From an optimization exercise on the open Yosys and OpenROAD flow, aimed at small area and a short achievable clock period; shortcuts taken in it are not production practice. At most, simulation tests tie the RTL to the original design; equivalence was not proved. Power figures rest on the tool's default switching activity, not on a simulated workload.

Setup of the baseline:
==> flow/design.v <==
package jram_pkg;
  typedef enum logic {
    SEQ_IDLE,
    SEQ_CLEAR
  } seq_e;
  localparam int JRAM_WIDTH = 8;
  localparam int JRAM_ABITS = 8;
  function automatic int jram_depth(input int abits);
    jram_depth = 1 << abits;
  endfunction
endpackage
module jmar
#(
  parameter int ABITS = jram_pkg::JRAM_ABITS
) (
  input  logic             clk_i,
  input  logic             rst_ni,
  input  logic             hold_i,
  input  logic             ld_i,
  input  logic             inc_i,
  input  logic [ABITS-1:0] d_i,
  output logic [ABITS-1:0] mar_o
);
  logic [ABITS-1:0] mar_q;
  logic [ABITS-1:0] mar_d;
  always_comb begin
    mar_d = mar_q;
    if (!hold_i) begin
      if (ld_i) begin
        mar_d = d_i;
      end else if (inc_i) begin
        mar_d = mar_q + 1'b1;
      end
    end
  end
  always_ff @(posedge clk_i) begin
    if (!rst_ni) begin
      mar_q <= '0;
    end else begin
      mar_q <= mar_d;
    end
  end
  assign mar_o = mar_q;
endmodule
module jword
#(
  parameter int WIDTH = jram_pkg::JRAM_WIDTH
) (
  input  logic             clk_i,
  input  logic             ld_i,
  input  logic             hd_i,
  input  logic [WIDTH-1:0] d_i,
  output logic [WIDTH-1:0] q_o
);
  logic [WIDTH-1:0] q;
  always_ff @(posedge clk_i) begin
    q <= (q & {WIDTH{hd_i}}) | (d_i & {WIDTH{ld_i}});
  end
  assign q_o = q;
endmodule
module jrsel8 (
  input  logic [7:0] s_i,
  input  logic [7:0] w_i,
  output logic       y_o
);
  assign y_o = |(s_i & w_i);
endmodule
module jrgrp (
  input  logic a_i,
  input  logic b_i,
  input  logic s_i,
  output logic y_no
);
  assign y_no = ~((a_i | b_i) & s_i);
endmodule
module jrhalf (
  input  logic [7:0] a_ni,
  input  logic       kill_i,
  output logic       y_o
);
  assign y_o = ~(&a_ni) & ~kill_i;
endmodule
module jrdec (
  input  logic [3:0]  a_i,
  input  logic        ld_i,
  input  logic [15:0] alt_i,
  output logic [15:0] y_o
);
  always_comb begin
    for (int j = 0; j < 16; j++) begin
      y_o[j] = ld_i ? (a_i == 4'(j)) : alt_i[j];
    end
  end
endmodule
module jand2 (
  input  logic a_i,
  input  logic b_i,
  output logic y_o
);
  assign y_o = a_i & b_i;
endmodule
module jnor2 (
  input  logic a_i,
  input  logic b_i,
  output logic y_o
);
  assign y_o = ~(a_i | b_i);
endmodule
module jram
#(
  parameter int WIDTH = jram_pkg::JRAM_WIDTH,
  parameter int ABITS = jram_pkg::JRAM_ABITS
) (
  input  logic             wclk,
  input  logic             wrst_n,
  input  logic [WIDTH-1:0] bis,
  input  logic             wsa,
  input  logic             winc,
  input  logic             ws,
  input  logic             we,
  output logic [WIDTH-1:0] bos,
  output logic [ABITS-1:0] bmar,
  output logic             wbusy
);
  localparam int DEPTH = jram_pkg::jram_depth(ABITS);
  logic [ABITS-1:0] mar;
  logic             busy;
  jmar #(
    .ABITS(ABITS)
  ) u_jmar (
    .clk_i (wclk),
    .rst_ni(wrst_n),
    .hold_i(busy),
    .ld_i  (wsa),
    .inc_i (winc),
    .d_i   (bis[ABITS-1:0]),
    .mar_o (mar)
  );
  logic [ABITS:0] cnt_q;
  always_ff @(posedge wclk) begin
    if (!wrst_n) begin
      cnt_q <= '0;
    end else if (!cnt_q[ABITS]) begin
      cnt_q <= cnt_q + 1'b1;
    end
  end
  assign busy = ~cnt_q[ABITS];
  logic wr_go;
  logic ld_go;
  logic inc_go;
  assign wr_go  = ws & ~busy;
  assign ld_go  = wsa & ~busy;
  assign inc_go = winc & ~busy;
  logic             rst_b;
  logic             pw_q;
  logic [ABITS-1:0] pa_q;
  logic [WIDTH-1:0] pd_q;
  logic [15:0]      wh_n;
  logic [15:0]      wl_n;
  logic [WIDTH-1:0] wdat;
  assign rst_b = ~wrst_n;
  always_ff @(posedge wclk) begin
    pw_q  <= wr_go & ~rst_b;
    pa_q  <= mar;
    pd_q  <= bis & {WIDTH{~rst_b}};
    for (int j = 0; j < 16; j++) begin
      wh_n[j] <= ~((wr_go & ~rst_b & (mar[7:4] == 4'(j))) | rst_b);
      wl_n[j] <= ~((mar[3:0] == 4'(j)) | rst_b);
    end
  end
  assign wdat = pd_q;
  logic [DEPTH*WIDTH-1:0] mem;
  logic [DEPTH-1:0]       wld;
  logic [DEPTH-1:0]       whd;
  assign whd = ~wld;
  for (genvar i = 0; i < DEPTH; i++) begin : g_w
    jnor2 u_ld (.a_i(wh_n[i/16]), .b_i(wl_n[i%16]), .y_o(wld[i]));
    jword #(
      .WIDTH(WIDTH)
    ) u_word (
      .clk_i(wclk),
      .ld_i (wld[i]),
      .hd_i (whd[i]),
      .d_i  (wdat),
      .q_o  (mem[i*WIDTH +: WIDTH])
    );
  end
  logic [ABITS-1:0] mar_nx;
  logic [ABITS-1:0] mar_nx_inc;
  logic [ABITS-1:0] mar_inc;
  logic [15:0]      il_q;
  logic             use_rd;
  always_comb begin
    if (!wrst_n) begin
      mar_nx = '0;
    end else if (ld_go) begin
      mar_nx = bis[ABITS-1:0];
    end else if (inc_go) begin
      mar_nx = mar + 1'b1;
    end else begin
      mar_nx = mar;
    end
  end
  assign mar_nx_inc = mar_nx + 1'b1;
  assign mar_inc    = mar + 1'b1;
  always_ff @(posedge wclk) begin
    for (int j = 0; j < 16; j++) begin
      il_q[j] <= (mar_nx_inc[3:0] == 4'(j));
    end
  end
  assign use_rd = ld_go | inc_go;
  logic [15:0] rl [4];
  logic [15:0] rh;
  always_comb begin
    for (int j = 0; j < 16; j++) begin
      rh[j] = use_rd & (wsa ? (bis[7:4] == 4'(j)) : (mar_inc[7:4] == 4'(j)));
    end
  end
  for (genvar q = 0; q < 4; q++) begin : g_rl
    jrdec u_rl (.a_i(bis[3:0]), .ld_i(wsa), .alt_i(il_q), .y_o(rl[q]));
  end
  logic [DEPTH/8*WIDTH-1:0]  t8;
  logic [DEPTH/16*WIDTH-1:0] tg_n;
  for (genvar g = 0; g < DEPTH/8; g++) begin : g_t8
    for (genvar b = 0; b < WIDTH; b++) begin : g_b
      logic [7:0] w;
      for (genvar k = 0; k < 8; k++) begin : g_k
        assign w[k] = mem[(8*g+k)*WIDTH + b];
      end
      jrsel8 u_t8 (
        .s_i(rl[g/8][8*(g%2) +: 8]),
        .w_i(w),
        .y_o(t8[g*WIDTH + b])
      );
    end
  end
  for (genvar j = 0; j < DEPTH/16; j++) begin : g_tg
    for (genvar b = 0; b < WIDTH; b++) begin : g_b
      jrgrp u_tg (
        .a_i  (t8[(2*j)*WIDTH + b]),
        .b_i  (t8[(2*j+1)*WIDTH + b]),
        .s_i  (rh[j]),
        .y_no (tg_n[j*WIDTH + b])
      );
    end
  end
  logic [WIDTH-1:0] rlo_q;
  logic [WIDTH-1:0] rhi_q;
  logic [WIDTH-1:0] alt_q;
  logic [WIDTH-1:0] rlo_d;
  logic [WIDTH-1:0] rhi_d;
  logic [WIDTH-1:0] alt_d;
  logic [WIDTH-1:0] cur;
  logic             fwd;
  logic             kill;
  logic             pfwd;
  assign cur   = rlo_q | rhi_q | alt_q;
  assign fwd   = ld_go & wr_go & (bis[ABITS-1:0] == mar);
  assign pfwd  = pw_q & (ld_go ? (bis[ABITS-1:0] == pa_q) : (inc_go & (mar_inc == pa_q)));
  assign kill  = fwd | pfwd | rst_b;
  assign alt_d = rst_b  ? '0 :
                 fwd    ? bis :
                 pfwd   ? pd_q :
                 use_rd ? '0 :
                 wr_go  ? bis : cur;
  for (genvar b = 0; b < WIDTH; b++) begin : g_fin
    logic [DEPTH/32-1:0] wl;
    logic [DEPTH/32-1:0] wh;
    for (genvar j = 0; j < DEPTH/32; j++) begin : g_j
      assign wl[j] = tg_n[j*WIDTH + b];
      assign wh[j] = tg_n[(j+DEPTH/32)*WIDTH + b];
    end
    jrhalf u_lo (.a_ni(wl), .kill_i(kill), .y_o(rlo_d[b]));
    jrhalf u_hi (.a_ni(wh), .kill_i(kill), .y_o(rhi_d[b]));
  end
  always_ff @(posedge wclk) begin
    rlo_q <= rlo_d;
    rhi_q <= rhi_d;
    alt_q <= alt_d;
  end
  logic [ABITS-1:0] omar_q;
  logic             obusy_q;
  logic [WIDTH-1:0] ocur;
  always_ff @(posedge wclk) begin
    omar_q  <= mar_nx;
    obusy_q <= rst_b | (busy & ~(&cnt_q[ABITS-1:0]));
  end
  assign ocur = cur & {WIDTH{~obusy_q}};
  for (genvar b = 0; b < WIDTH; b++) begin : g_bos
    jand2 u_bos (.a_i(we), .b_i(ocur[b]), .y_o(bos[b]));
  end
  assign bmar  = omar_q;
  assign wbusy = obusy_q;
endmodule
Settings: LEC_CHECK=0, CAP_MARGIN=20, CORE_MARGIN=2, CORE_UTILIZATION=60, CTS_CLUSTER_DIAMETER=80, CTS_CLUSTER_SIZE=28, SETUP_SLACK_MARGIN=3.2, SLEW_MARGIN=35, SYNTH_HIERARCHICAL=1, TNS_END_PERCENT=5; clock period 5.5 ns.
run.sh (not shown) runs the stock make flow with config.mk's settings and CLKGATE_MAP_FILE= SYNTH_SCRIPT=/design/flow/synth_recipe.tcl, a recipe that flattens the netlist after the stock synthesis.
The baseline ended with every stage complete and zero timing, DRC or antenna violations.
The following lists how the candidate was set up differently from the baseline:
==> flow/design.v, changed modules only <==
module jram
#(
  parameter int WIDTH = jram_pkg::JRAM_WIDTH,
  parameter int ABITS = jram_pkg::JRAM_ABITS
) (
  input  logic             wclk,
  input  logic             wrst_n,
  input  logic [WIDTH-1:0] bis,
  input  logic             wsa,
  input  logic             winc,
  input  logic             ws,
  input  logic             we,
  output logic [WIDTH-1:0] bos,
  output logic [ABITS-1:0] bmar,
  output logic             wbusy
);
  localparam int DEPTH = jram_pkg::jram_depth(ABITS);
  logic [ABITS-1:0] mar;
  logic             busy;
  jmar #(
    .ABITS(ABITS)
  ) u_jmar (
    .clk_i (wclk),
    .rst_ni(wrst_n),
    .hold_i(busy),
    .ld_i  (wsa),
    .inc_i (winc),
    .d_i   (bis[ABITS-1:0]),
    .mar_o (mar)
  );
  logic [ABITS:0] cnt_q;
  always_ff @(posedge wclk) begin
    if (!wrst_n) begin
      cnt_q <= '0;
    end else if (!cnt_q[ABITS]) begin
      cnt_q <= cnt_q + 1'b1;
    end
  end
  assign busy = ~cnt_q[ABITS];
  logic wr_go;
  logic ld_go;
  logic inc_go;
  assign wr_go  = ws & ~busy;
  assign ld_go  = wsa & ~busy;
  assign inc_go = winc & ~busy;
  logic             rst_b;
  logic             pw_q;
  logic [ABITS-1:0] pa_q;
  logic [WIDTH-1:0] pd_q;
  logic [15:0]      wh_n;
  logic [15:0]      wl_n;
  logic [WIDTH-1:0] wdat;
  assign rst_b = ~wrst_n;
  always_ff @(posedge wclk) begin
    pw_q  <= wr_go & ~rst_b;
    pa_q  <= mar;
    pd_q  <= bis & {WIDTH{~rst_b}};
    for (int j = 0; j < 16; j++) begin
      wh_n[j] <= ~((wr_go & ~rst_b & (mar[7:4] == 4'(j))) | rst_b);
      wl_n[j] <= ~((mar[3:0] == 4'(j)) | rst_b);
    end
  end
  assign wdat = pd_q;
  logic [DEPTH*WIDTH-1:0] mem;
  logic [DEPTH-1:0]       wld;
  logic [DEPTH-1:0]       whd;
  assign whd = ~wld;
  for (genvar i = 0; i < DEPTH; i++) begin : g_w
    jnor2 u_ld (.a_i(wh_n[i/16]), .b_i(wl_n[i%16]), .y_o(wld[i]));
    jword #(
      .WIDTH(WIDTH)
    ) u_word (
      .clk_i(wclk),
      .ld_i (wld[i]),
      .hd_i (whd[i]),
      .d_i  (wdat),
      .q_o  (mem[i*WIDTH +: WIDTH])
    );
  end
  logic [ABITS-1:0] mar_nx;
  logic [ABITS-1:0] mar_nx_inc;
  logic [ABITS-1:0] mar_inc;
  logic [15:0]      il_q;
  logic             use_rd;
  always_comb begin
    if (!wrst_n) begin
      mar_nx = '0;
    end else if (ld_go) begin
      mar_nx = bis[ABITS-1:0];
    end else if (inc_go) begin
      mar_nx = mar + 1'b1;
    end else begin
      mar_nx = mar;
    end
  end
  assign mar_nx_inc = mar_nx + 1'b1;
  assign mar_inc    = mar + 1'b1;
  always_ff @(posedge wclk) begin
    for (int j = 0; j < 16; j++) begin
      il_q[j] <= (mar_nx_inc[3:0] == 4'(j));
    end
  end
  assign use_rd = ld_go | inc_go;
  logic [15:0] rl;
  logic [15:0] rh;
  always_comb begin
    for (int j = 0; j < 16; j++) begin
      rh[j] = use_rd & (wsa ? (bis[7:4] == 4'(j)) : (mar_inc[7:4] == 4'(j)));
      rl[j] = wsa ? (bis[3:0] == 4'(j)) : il_q[j];
    end
  end
  logic [DEPTH/8*WIDTH-1:0]  t8;
  logic [DEPTH/16*WIDTH-1:0] tg_n;
  for (genvar g = 0; g < DEPTH/8; g++) begin : g_t8
    for (genvar b = 0; b < WIDTH; b++) begin : g_b
      logic [7:0] w;
      for (genvar k = 0; k < 8; k++) begin : g_k
        assign w[k] = mem[(8*g+k)*WIDTH + b];
      end
      jrsel8 u_t8 (
        .s_i(rl[8*(g%2) +: 8]),
        .w_i(w),
        .y_o(t8[g*WIDTH + b])
      );
    end
  end
  for (genvar j = 0; j < DEPTH/16; j++) begin : g_tg
    for (genvar b = 0; b < WIDTH; b++) begin : g_b
      jrgrp u_tg (
        .a_i  (t8[(2*j)*WIDTH + b]),
        .b_i  (t8[(2*j+1)*WIDTH + b]),
        .s_i  (rh[j]),
        .y_no (tg_n[j*WIDTH + b])
      );
    end
  end
  logic [WIDTH-1:0] rlo_q;
  logic [WIDTH-1:0] rhi_q;
  logic [WIDTH-1:0] alt_q;
  logic [WIDTH-1:0] rlo_d;
  logic [WIDTH-1:0] rhi_d;
  logic [WIDTH-1:0] alt_d;
  logic [WIDTH-1:0] cur;
  logic             fwd;
  logic             kill;
  logic             pfwd;
  assign cur   = rlo_q | rhi_q | alt_q;
  assign fwd   = ld_go & wr_go & (bis[ABITS-1:0] == mar);
  assign pfwd  = pw_q & (ld_go ? (bis[ABITS-1:0] == pa_q) : (inc_go & (mar_inc == pa_q)));
  assign kill  = fwd | pfwd | rst_b;
  assign alt_d = rst_b  ? '0 :
                 fwd    ? bis :
                 pfwd   ? pd_q :
                 use_rd ? '0 :
                 wr_go  ? bis : cur;
  for (genvar b = 0; b < WIDTH; b++) begin : g_fin
    logic [DEPTH/32-1:0] wl;
    logic [DEPTH/32-1:0] wh;
    for (genvar j = 0; j < DEPTH/32; j++) begin : g_j
      assign wl[j] = tg_n[j*WIDTH + b];
      assign wh[j] = tg_n[(j+DEPTH/32)*WIDTH + b];
    end
    jrhalf u_lo (.a_ni(wl), .kill_i(kill), .y_o(rlo_d[b]));
    jrhalf u_hi (.a_ni(wh), .kill_i(kill), .y_o(rhi_d[b]));
  end
  always_ff @(posedge wclk) begin
    rlo_q <= rlo_d;
    rhi_q <= rhi_d;
    alt_q <= alt_d;
  end
  assign bos   = cur & {WIDTH{we & ~busy}};
  assign bmar  = mar;
  assign wbusy = busy;
endmodule
// module jrdec removed
// module jand2 removed
Results
- Global-route usage ended up 0.61 points lower on the candidate than on the baseline.
- The candidate — detailed-routed wire length on met2 2.6% lower, the baseline as reference
- The candidate against the baseline; synthesized area is down slightly.
- In terms of data required time at the worst endpoint, the candidate and the baseline differ only marginally.
- The candidate vs the baseline: worst IR drop on VDD up by more than 10%
- Summary — part of the total power dissipated in combinational logic, the candidate relative to the baseline: lower, by 0.5 points.
- Per the comparison of the candidate with the baseline, number of buffers added by the clock tree synthesis step lower, number of flip-flops and latches fell by 9.
- [the candidate] signed area change from the synthesized netlist to the final layout rose 1.1 points relative to the baseline
- Comparing layout buffering overhead excluding clock cells for the candidate and the baseline, the smaller number came from the baseline.
- The candidate vs the baseline — storage element area dropped slightly
- The candidate vs the baseline on total number of multi-input combinational cells: the candidate is the lower one.
The RTL of the baseline was laid out without a check of its function.

==> re-timing with driven ports <==
How much do the figures lean on ideal ports? The routed layouts below were timed once more, with nothing changed but the port constraints. Step 1 assumes that a clkbuf_16 drives the clock port and a buf_2 every other input. Step 2 moves the port delays by t, midway between the first and last clock arrival at a register: inputs arrive t later, outputs are due t later. That takes back most of the time a late clock gives input paths. Slacks: ideal ports / drivers / drivers and shift; pairs: ideal ports / drivers.
run | t (ns) | slack for setup (ns) | worst setup path at the end | worst slew at a driven data input, ns
the baseline | 0.852 | 2.584 / 2.436 / 1.584 | input to register | 0.45
the candidate | 0.839 | 2.667 / 2.578 / 1.961 | input to register | 0.18
After both steps setup and hold are still met in every run listed. For the baseline, which loses most, drivers alone change the setup slack by -0.148 ns; drivers and shift together by -1.000 ns.
